Background: an optimization exercise with open tools, aiming at small area, a short achievable clock period and few clock cycles. Do not read the settings as production practice. At most, simulation tests tie the RTL to the original design; equivalence was not proved. The RTL of run 2 was laid out without a check of its function.

==> flow/design.v (outline; a module is shown in full before it is edited, if it fits) <==
// module brAdd: 7 lines
// module mulCsa: 1282 lines
// module armCpu: 219 lines
module armCpu (
	input  logic          clk,
	input  logic          reset,
	input  armPkg::word_t readData,
	output armPkg::word_t memAdr,
	output armPkg::word_t writeData,
	output logic          memWrite
);
  // ...
==> flow/flow/run.sh <==
#!/bin/bash
# The standard layout, with timing repair aiming for setup slack well above zero
# at the design's clock period (the constraints themselves are unchanged), and
# plain buffers on the ports.
set -euo pipefail
bash standard.sh SETUP_SLACK_MARGIN=11 "BUFFER_PORTS_ARGS=-buffer_cell sky130_fd_sc_hd__buf_4" finish > make_finish.log 2>&1
==> flow/standard.sh <==
#!/bin/bash
# synth_recipe.tcl (not shown) runs the flow's synth.tcl, then flattens the netlist and writes it again
# the make line also repeats each setting of config.mk as NAME=value (left out here)
make -C /OpenROAD-flow-scripts/flow DESIGN_CONFIG=/design/flow/config.mk WORK_HOME=/design/flow/orfs CLKGATE_MAP_FILE= SYNTH_SCRIPT=/design/flow/synth_recipe.tcl "${@:-finish}"
==> flow/config.mk <==
export PLATFORM = sky130hd
export DESIGN_NAME = armCpu
export DESIGN_NICKNAME = armCpu
export VERILOG_FILES = /design/flow/design.v
export SDC_FILE = /design/flow/constraint.sdc
export NUM_CORES = 4
export LEC_CHECK = 0
export CAP_MARGIN = 20
export CORE_MARGIN = 2
export CORE_UTILIZATION = 40
export CTS_BUF_LIST = sky130_fd_sc_hd__clkbuf_8
export CTS_CLUSTER_SIZE = 20
export SLEW_MARGIN = 20
export SYNTH_HIERARCHICAL = 1
export TNS_END_PERCENT = 5
==> flow/constraint.sdc <==
create_clock -name core_clock -period 15.0 [get_ports {clk}]
set_input_delay 3.0000 -clock core_clock [delete_from_list [all_inputs] [get_ports {clk}]]
set_output_delay 3.0000 -clock core_clock [all_outputs]
set_load 0.01 [all_outputs]
==> results.txt, run 1 <==
==================================================================================
Result of the run                                                     complete, no violations
Critical R2R Launch                                                        opB[14]
DIE WIDTH                                                                   374 um
Flip-flop count of the largest register, all copies and words added            480
Number of DRC violations after detailed-routing iteration 0                   9722
Crit path capture type                                                        flop
Global-route total usage across every layer                                  0.355
Final period demand of the worst path                                      5.37 ns
Final Slew Violations                                                            0
Xor and xnor area share after synthesis                                     0.0862
Transition time at the pin with the least slew margin                      1.18 ns
Total number of clock tree sinks                                               726
Setup repair bufs after CTS                                                    265
Depth of the worst hold-timing path                                              2
Biggest area consumer among cell classes                              multi-input gates
Number of nets at the end of the flow                                         6142
Mux share of post-synthesis cell area                                       0.0328
Simple-gate portion of the synthesized area                                 0.0933
Critical-path cell with the highest stage delay                       sky130_fd_sc_hd__a211oi_1
Minimum setup slack after placement                                        7.59 ns
Hold Violations, Final                                                           0
Total congestion overflow                                                        0
Number of CTS-inserted buffers                                                 117
Via density per instance                                                      6.69
RePlAce Congestion                                                            1.01
Multi-input combinational cell area                                     0.0329 mm2
==================================================================================
Testbench counts, summed over its fixed seeds: cycles 16,171.
==> module armCpu, before the edit <==
module armCpu (
	input  logic          clk,
	input  logic          reset,
	input  armPkg::word_t readData,
	output armPkg::word_t memAdr,
	output armPkg::word_t writeData,
	output logic          memWrite
);
	logic [31:0] pcF;         
	logic [31:0] brTarget;    
	logic        phExec;      
	logic        phLoad;      
	logic        phStore;     
	logic        phMul;       
	logic        memPh;       
	logic        condEx;      
	logic        takenR;      
	logic [3:0]  flags;       
	logic [3:0]  cond;
	logic [11:0] imm12;
	logic [3:0]  raIdx, rbIdx, wIdx;
	logic        dIsDp, dIsMul, dIsMem, dIsLoad, dIsBr;
	logic        dUseImm, dIsSub, dSetNZ, dSetCV;
	logic [1:0]  dLogicSel;
	logic [31:0] opA, opB;
	logic [31:0] adrReg;
	logic [31:0] wdReg;
	logic [3:0]  pendIdx;
	logic        pendSetNZ;
	logic [14:0][31:0] regFile;
	logic go, stallStart, fetchEn;
	assign go = phExec && condEx;
	assign stallStart = go && (dIsMem || dIsMul);
	assign fetchEn = !(phLoad || phStore || phMul);
	logic [31:0] fetchAdr, fetchAdr4, fetchAdr8;
	assign fetchAdr = takenR ? brTarget : pcF;
	assign fetchAdr4 = fetchAdr + 32'd4;
	assign fetchAdr8 = fetchAdr + 32'd8;    
	assign memAdr = takenR ? brTarget : (memPh ? adrReg : pcF);
	assign writeData = wdReg;
	logic [31:0] aluB, aluBx, sum, aluResult;
	logic [32:0] aluS;
	logic        zSum;
	logic [3:0]  aluFlags;
	assign aluB = dUseImm ? {20'b0, imm12} : opB;
	assign aluBx = dIsSub ? ~aluB : aluB;
	assign aluS = {1'b0, opA} + {1'b0, aluBx} + {32'b0, dIsSub};
	assign sum = aluS[31:0];
	assign zSum = ((opA ^ aluBx) == {opA[30:0] | aluBx[30:0], dIsSub});
	always_comb begin
		case (dLogicSel)
			2'b00: aluResult = aluS[31:0];
			2'b01: aluResult = opA & aluB;
			2'b10: aluResult = opA | aluB;
			default: aluResult = opA ^ aluB;
		endcase
	end
	assign aluFlags = {aluResult[31], (dLogicSel == 2'b00) ? zSum : (aluResult == 32'b0), aluS[32],
		(opA[31] ^ aluBx[31] ^ 1'b1) & (opA[31] ^ aluS[31])};
	logic [31:0] csSum, csCarry, product;
	logic        productZ;
	mulCsa mulCsa_inst (
		.a(opA),
		.b(opB),
		.y0(csSum),
		.y1(csCarry)
	);
	assign product = adrReg + wdReg;
	assign productZ = ((adrReg ^ wdReg) == {adrReg[30:0] | wdReg[30:0], 1'b0});
	logic        rfWe;
	logic [3:0]  rfWa;
	logic [31:0] rfWd;
	always_comb begin
		rfWe = go && dIsDp;
		rfWa = wIdx;
		rfWd = aluResult;
		if (phLoad) begin
			rfWe = 1'b1;
			rfWa = pendIdx;
			rfWd = readData;
		end else if (phMul) begin
			rfWe = 1'b1;
			rfWa = pendIdx;
			rfWd = product;
		end
	end
	always_ff @(posedge clk) begin
		for (int k = 0; k < 15; k++) begin
			if (rfWe && rfWa == 4'(k)) regFile[k] <= rfWd;
		end
	end
	logic [1:0]  fOp;
	logic        fIsMul, fIsMem;
	logic [3:0]  fRa, fRb;
	logic [15:0] fRaSel, fRbSel;
	logic [31:0] fRdA, fRdB;
	assign fOp = readData[27:26];
	assign fIsMul = (readData[27:25] == 3'b000) && readData[4];
	assign fIsMem = (fOp == 2'b01);
	assign fRa = fIsMul ? readData[11:8] : readData[19:16];
	assign fRb = fIsMem ? readData[15:12] : readData[3:0];
	assign fRaSel = 16'b1 << fRa;
	assign fRbSel = 16'b1 << fRb;
	always_comb begin
		fRdA = fetchAdr8 & {32{fRaSel[15]}};
		fRdB = fetchAdr8 & {32{fRbSel[15]}};
		for (int k = 0; k < 15; k++) begin
			fRdA = fRdA | (regFile[k] & {32{fRaSel[k]}});
			fRdB = fRdB | (regFile[k] & {32{fRbSel[k]}});
		end
	end
	logic eWrites;
	assign eWrites = go && dIsDp;
	logic [3:0] flagsN;
	always_comb begin
		flagsN = flags;
		if (go && dIsDp) begin
			if (dSetNZ) flagsN[3:2] = aluFlags[3:2];
			if (dSetCV) flagsN[1:0] = aluFlags[1:0];
		end
		if (phMul && pendSetNZ) flagsN[3:2] = {product[31], productZ};
	end
	function automatic logic condHolds(input logic [3:0] c, input logic [3:0] f);
		logic n, z, cf, v;
		{n, z, cf, v} = f;
		case (c)
			4'b0000: condHolds = z;
			4'b0001: condHolds = !z;
			4'b0010: condHolds = cf;
			4'b0011: condHolds = !cf;
			4'b0100: condHolds = n;
			4'b0101: condHolds = !n;
			4'b0110: condHolds = v;
			4'b0111: condHolds = !v;
			4'b1000: condHolds = cf && !z;
			4'b1001: condHolds = !(cf && !z);
			4'b1010: condHolds = n == v;
			4'b1011: condHolds = n != v;
			4'b1100: condHolds = !z && (n == v);
			4'b1101: condHolds = !(!z && (n == v));
			4'b1110: condHolds = 1'b1;
			default: condHolds = 1'b0;
		endcase
	endfunction
	logic phExecN, condN, isBrN;
	assign phExecN = (fetchEn && !stallStart) || phLoad || phStore || phMul;
	assign condN = condHolds(fetchEn ? readData[31:28] : cond, flagsN);
	assign isBrN = fetchEn ? (fOp == 2'b10) : dIsBr;
	logic [31:0] brNext;
	brAdd brAdd_inst (
		.base(fetchAdr8),
		.off(readData[23:0]),
		.target(brNext)
	);
	always_ff @(posedge clk or posedge reset) begin
		if (reset) begin
			pcF <= '0;
			phExec <= 1'b0;
			phLoad <= 1'b0;
			phStore <= 1'b0;
			phMul <= 1'b0;
			memPh <= 1'b0;
			condEx <= 1'b0;
			takenR <= 1'b0;
			flags <= '0;
			memWrite <= 1'b0;
		end else begin
			phExec <= phExecN;
			condEx <= condN;
			takenR <= phExecN && isBrN && condN;
			phLoad <= stallStart && dIsMem && dIsLoad;
			phStore <= stallStart && dIsMem && !dIsLoad;
			memWrite <= stallStart && dIsMem && !dIsLoad;
			memPh <= stallStart && dIsMem;
			phMul <= stallStart && dIsMul;
			if (fetchEn) pcF <= fetchAdr4;
			flags <= flagsN;
		end
	end
	always_ff @(posedge clk) begin
		if (fetchEn) begin
			cond <= readData[31:28];
			imm12 <= readData[11:0];
			raIdx <= fRa;
			rbIdx <= fRb;
			wIdx <= fIsMul ? readData[19:16] : readData[15:12];
			dIsMul <= fIsMul;
			dIsDp <= (fOp == 2'b00) && !fIsMul;
			dIsMem <= fIsMem;
			dIsLoad <= readData[20];
			dIsBr <= (fOp == 2'b10);
			dUseImm <= fIsMem || readData[25];
			dIsSub <= (fOp == 2'b00) && (readData[24:21] == 4'b0010);
			dSetNZ <= readData[20];
			dSetCV <= readData[20] && (readData[24:21] == 4'b0100 || readData[24:21] == 4'b0010);
			case (readData[24:21])
				4'b0000: dLogicSel <= (fOp == 2'b00) ? 2'b01 : 2'b00;
				4'b1100: dLogicSel <= (fOp == 2'b00) ? 2'b10 : 2'b00;
				4'b0001: dLogicSel <= (fOp == 2'b00) ? 2'b11 : 2'b00;
				default: dLogicSel <= 2'b00;
			endcase
			brTarget <= brNext;
			opA <= (eWrites && wIdx == fRa) ? aluResult : fRdA;
			opB <= (eWrites && wIdx == fRb) ? aluResult : fRdB;
		end else if (phLoad) begin
			if (raIdx == pendIdx) opA <= readData;
			if (rbIdx == pendIdx) opB <= readData;
		end else if (phMul) begin
			if (raIdx == pendIdx) opA <= product;
			if (rbIdx == pendIdx) opB <= product;
		end
		if (stallStart) begin
			adrReg <= dIsMul ? csSum : sum;
			wdReg <= dIsMul ? csCarry : opB;
			pendIdx <= wIdx;
			pendSetNZ <= dSetNZ;
		end
	end
endmodule
==> run 2, diff against run 1 <==
--- a/flow/design.v
+++ b/flow/design.v
@@ -1421,4 +1421,9 @@
 	assign fRb = fIsMem ? readData[15:12] : readData[3:0];
-	assign fRaSel = 16'b1 << fRa;
-	assign fRbSel = 16'b1 << fRb;
+	logic [15:0] ohRn, ohRs, ohRm, ohRd;
+	assign ohRn = 16'b1 << readData[19:16];
+	assign ohRs = 16'b1 << readData[11:8];
+	assign ohRm = 16'b1 << readData[3:0];
+	assign ohRd = 16'b1 << readData[15:12];
+	assign fRaSel = fIsMul ? ohRs : ohRn;
+	assign fRbSel = fIsMem ? ohRd : ohRm;
 	always_comb begin
--- a/flow/flow/run.sh
+++ b/flow/flow/run.sh
@@ -5,2 +5,2 @@
 set -euo pipefail
-bash standard.sh SETUP_SLACK_MARGIN=11 "BUFFER_PORTS_ARGS=-buffer_cell sky130_fd_sc_hd__buf_4" finish > make_finish.log 2>&1
+bash standard.sh SETUP_SLACK_MARGIN=10 "BUFFER_PORTS_ARGS=-buffer_cell sky130_fd_sc_hd__buf_4" finish > make_finish.log 2>&1
==> run 2 against run 1 <==
Compared with the run above:
- non-clock buffer count is 86 lower
- sequential share of layout area rose by 0.86 points
- global-route usage decreased by 0.53 points
- final cell count shrank 1.3%
- via count shrank 1.4%
- die area stayed put
- synthesized cell count is the same
- register-to-register slack better by 0.05 ns
- clock skew grew 0.011 ns
- clock-buffer cell count fell by 7
==> results.txt, run 2 <==
=====================================================================================================
Startpoint type of the worst setup path                                                  primary input   unchanged
Number of DRC violations after detailed-routing iteration 0                                      9454   was 9722
Detailed Place HPWL                                                                            164 mm   about the same
Max_cap viols                                                                                       0   unchanged
Simple-gate portion of the synthesized area                                                    0.0933   unchanged
Number of distinct library cells after synthesis                                                  102   unchanged
Worst-path fanout max                                                                              25   was 31
Cell types occupying the most area after synthesis                                       sky130_fd_sc_hd__edfxtp_1 37%, sky130_fd_sc_hd__a22oi_1 7.1%, sky130_fd_sc_hd__fa_1 6.9%, sky130_fd_sc_hd__ha_1 6.0%, sky130_fd_sc_hd__xnor2_1 5.3%   unchanged
Fraction of the cycle the final worst path needs                                                0.351   was 0.358
Xor and xnor area share after synthesis                                                        0.0862   unchanged
Count of antenna-violating nets left after detailed routing                                         0   unchanged
Count of final setup violators                                                                      0   unchanged
Result of the run                                                                        complete, no violations   unchanged
Total number of clock tree sinks                                                                  726   unchanged
Yosys warning count                                                                                 7   unchanged
Number of CTS-inserted buffers                                                                    119   was 117
Initial standard-cell utilization of the core                                                   0.404   unchanged
RePlAce Congestion                                                                              0.998   was 1.01
Maximum operating frequency                                                                   190 MHz   was 186 MHz
Share of the yosys chip area belonging to registers                                             0.392   unchanged
Number of top-level design ports                                                                   99   unchanged
Number of antenna violations at the first check in global routing                                  13   was 14
Highest routed layer                                                                             met5   unchanged
Number of buffers added to fix hold violations after cts                                            0   unchanged
Layout Area Growth over Synthesis                                                               18.9%   was 22.0%
Combinational family with the most area after synthesis                                  compound AO/OA/AOI/OAI gates   unchanged
Commonest non-fill, non-tap cell in the layout                                           sky130_fd_sc_hd__edfxtp_1   unchanged
Most frequent cell after synthesis                                                       sky130_fd_sc_hd__edfxtp_1   unchanged
Vias in the first global route                                                                  47.2k   was 48.2k
Net count of the mapped netlist                                                                  5891   unchanged
Post-synthesis instance area                                                               0.0549 mm2   unchanged
Total congestion overflow                                                                           0   unchanged
Transition time at the pin with the least slew margin                                         1.31 ns   was 1.18 ns
TritonCTS clock tree                                                                             done   unchanged
Top_reg_cell synth                                                                       sky130_fd_sc_hd__edfxtp_1   unchanged
DIE WIDTH                                                                                      374 um   unchanged
Synth top cells by count                                                                 678 x sky130_fd_sc_hd__edfxtp_1, 520 x sky130_fd_sc_hd__a22oi_1, 417 x sky130_fd_sc_hd__inv_1   unchanged
#FFs+latches synth                                                                                726   unchanged
Share of layout cells above drive strength 1                                                    0.193   was 0.222
Post-synthesis share of cell area spent on full adders, half adders and majority gates          0.129   unchanged
Routed wire length                                                                             255 mm   was 256 mm
Via density per instance                                                                         6.68   was 6.69
Crit path capture type                                                                           flop   unchanged
Average size of a mapped cell                                                                10.2 um2   unchanged
Standard-cell rows                                                                                135   unchanged
Detail-routed net length per standard cell                                                    34.2 um   was 33.9 um
Hold Violations, Final                                                                              0   unchanged
DRT met1 WL                                                                                   93.5 mm   was 90.8 mm
Critical path required time                                                                  15.61 ns   was 15.57 ns
Top cell type by total area after synthesis                                              sky130_fd_sc_hd__edfxtp_1   unchanged
Depth of the worst hold-timing path                                                                 2   unchanged
Initial DRT Pass Iterations                                                                        10   was 8
Core region area                                                                            0.136 mm2   unchanged
Global-route total usage across every layer                                                     0.350   was 0.355
Insertion delay of the later-clocked pin in the worst-skew pair                               0.87 ns   was 0.91 ns
Setup TNS Final                                                                                  0 ns   unchanged
Most used cells in the layout excluding fill and tap cells                               678 x sky130_fd_sc_hd__edfxtp_1, 503 x sky130_fd_sc_hd__a22oi_1, 441 x sky130_fd_sc_hd__inv_1   was 678 x sky130_fd_sc_hd__edfxtp_1, 493 x sky130_fd_sc_hd__a22oi_1, 438 x sky130_fd_sc_hd__inv_1
Worst Clk Skew                                                                              0.0760 ns   was 0.0655 ns
First-pass GRT wire length                                                                     353 mm   was 358 mm
Startpoint-to-endpoint class of the critical path                                        primary input to flop   unchanged
Post-synth top area share                                                                       0.371   unchanged
# DRC                                                                                               0   unchanged
Number of flops mapped to enable cells by yosys                                                   678   unchanged
Number of cells produced by synthesis                                                            5405   unchanged
Flip-flop count of the largest register, all copies and words added                               480   unchanged
Die height                                                                                     374 um   unchanged
Via count of the routed design                                                                  49.8k   was 50.5k
Clk pin slew, worst setup/hold paths                                                          0.06 ns   was 0.08 ns
Number of nets at the end of the flow                                                            6058   was 6142
FFs w/ async S/R, synth                                                                        0.0592   unchanged
Clock root buffer                                                                        sky130_fd_sc_hd__clkbuf_8   unchanged
Final Slew Violations                                                                               0   unchanged
Die ar.                                                                                     0.140 mm2   unchanged
Maximum number of pins on one net before global-route repair                                      100   was 72
I/O Buffers                                                                                        98   unchanged
Worst endpoint data arrival time                                                              5.88 ns   was 5.95 ns
Compound-Gate Fraction of Synth Area                                                            0.201   unchanged
Depth of the worst register-to-register path                                                       19   was 17
Maximum level of the CTS H-tree                                                                     3   unchanged
Routed wl met2                                                                                 103 mm   about the same
Deepest clock path buffer count                                                                     3   unchanged
Final period demand of the worst path                                                         5.27 ns   was 5.37 ns
Routed length on met3                                                                         37.8 mm   was 39.9 mm
Worst relative slew slack                                                                       0.117   was 0.214
Mux share of post-synthesis cell area                                                          0.0328   unchanged
Unrepaired setup endpoints after global routing                                                   yes   unchanged
Class of the tightest hold or removal check                                              flop to flop   unchanged
Largest register by flop count                                                                regFile   unchanged
=====================================================================================================
run 2: cell types whose count changed in the layout (fill, tap and decap cells not counted), sizes merged:
cell      delta
nand3        +1
bufinv       -1
clkinvlp     -1
clkinv       +9
diode        -8
clkbuf       -5
bufbuf       -2
nor2         -1
buf         -86
inv          -1
run 2: critical path: stages:
cell                        delay (ns)
sky130_fd_sc_hd__buf_8            0.11
sky130_fd_sc_hd__or2_4            0.26
sky130_fd_sc_hd__nor3b_4          0.20
sky130_fd_sc_hd__buf_6            0.19
sky130_fd_sc_hd__mux2i_4          0.28
sky130_fd_sc_hd__buf_12           0.19
sky130_fd_sc_hd__xnor2_1          0.19
sky130_fd_sc_hd__nor3_4           0.08
sky130_fd_sc_hd__nand3_4          0.20
sky130_fd_sc_hd__buf_8            0.27
sky130_fd_sc_hd__o21ai_1          0.11
sky130_fd_sc_hd__a2111oi_1        0.48
sky130_fd_sc_hd__a21oi_1          0.13
sky130_fd_sc_hd__o21ai_1          0.10
sky130_fd_sc_hd__nand2_1          0.06
run 2: area by class of cell:
class,count,area (um2)
diodes,3,7.51
clock buffers,124,1710
clock inverters,97,694
fillers,12370,70600
inverters,423,1650
multi-input cells,3812,32300
flip-flops and latches,726,21500
well taps,1781,2230
repair buffers,489,5150
repair inverters,1,16.3
run 2: cells by family after synthesis:
| logic type | Yosys count |
|---|---|
| flip-flops | 726 |
| other | 1 |
| AO/OA/AOI/OAI | 1594 |
| buffers and inverters | 868 |
| multiplexers | 163 |
| adder cells (fa/ha/maj) | 452 |
| XOR/XNOR | 532 |
| AND/OR/NAND/NOR | 1069 |
run 2: repair_timing:
| item | in CTS | in global routing |
|---|---|---|
| pin swaps | 80 | 43 |
| buffers inserted | 159 | 34 |
| hold endpoints to repair | 0 | 0 |
| gates resized for setup | 429 | 117 |
| endpoints found under the setup margin | 340 | 247 |
| gates cloned | 24 | 3 |
run 2: worst paths after layout:
kind	start	end	slack, ns
max	readData[27]	opA[25]	9.73
min	dIsBr	dIsBr	0.51
max reg2reg	opB[21]	wdReg[31]	9.73
min reg2reg	dIsBr	dIsBr	0.51
max in group asynchronous	reset	phLoad	12.10
min in group asynchronous	reset	pcF[6]	2.33
run 2: through the flow:
step	hold WS [ns]	setup WS, ns	area (um2)	instances	util
5_1_grt	0.534	9.64	65200	7455	0.480
6_report	0.515	9.73	65200	7456	0.480
3_3_place_gp	0.455	7.54	57900	7012	0.427
2_1_floorplan	0.424	9.49	55500	5405	-
4_1_cts	0.494	9.78	64300	7416	0.474
3_5_place_dp	0.481	7.78	57900	7012	0.427
run 2: per-layer routing:
layer / vias to the layer above / track usage
li1: 20150 / -
met1: 24123 / 0.455
met2: 4444 / 0.497
met3: 1113 / 0.121
met4: 8 / 0.219
met5: - / 0
run 2: per-module statistics from Yosys (local to each module, per instance):
module | flops+latches | times used | area [um2]
armCpu | 726 | 1 | 42100
brAdd | 0 | 1 | 1590
mulCsa | 0 | 1 | 11300

## what the ideal ports hide
No port has a modelled driver above. Below, the same layouts with a new extraction and two added sets of constraints.
Step 1 (the two cells are an assumption about what drives the block):
set clk [get_ports {clk}]
set_driving_cell -lib_cell sky130_fd_sc_hd__clkbuf_16 $clk
set_driving_cell -lib_cell sky130_fd_sc_hd__buf_2 [delete_from_list [all_inputs] $clk]
Step 2, shift: input delay + t, output delay - t, t = (earliest + latest rising clock arrival at the registers) / 2. This alone moves slack from input paths to output paths.
a / b / c = ideal ports / drivers / drivers and shift; a / b = the first two.
run	t (ns)	setup WS [ns]	clock arrival spread, ns	pins driven straight from the clock port
run 1	0.947	9.626 / 9.450 / 8.503	0.066 / 0.066	1
run 2	0.903	9.731 / 9.618 / 8.714	0.077 / 0.077	1
After both steps every run listed still meets setup and hold. For run 1, which loses most, drivers alone change the setup slack by -0.176 ns; drivers and shift together by -1.123 ns.
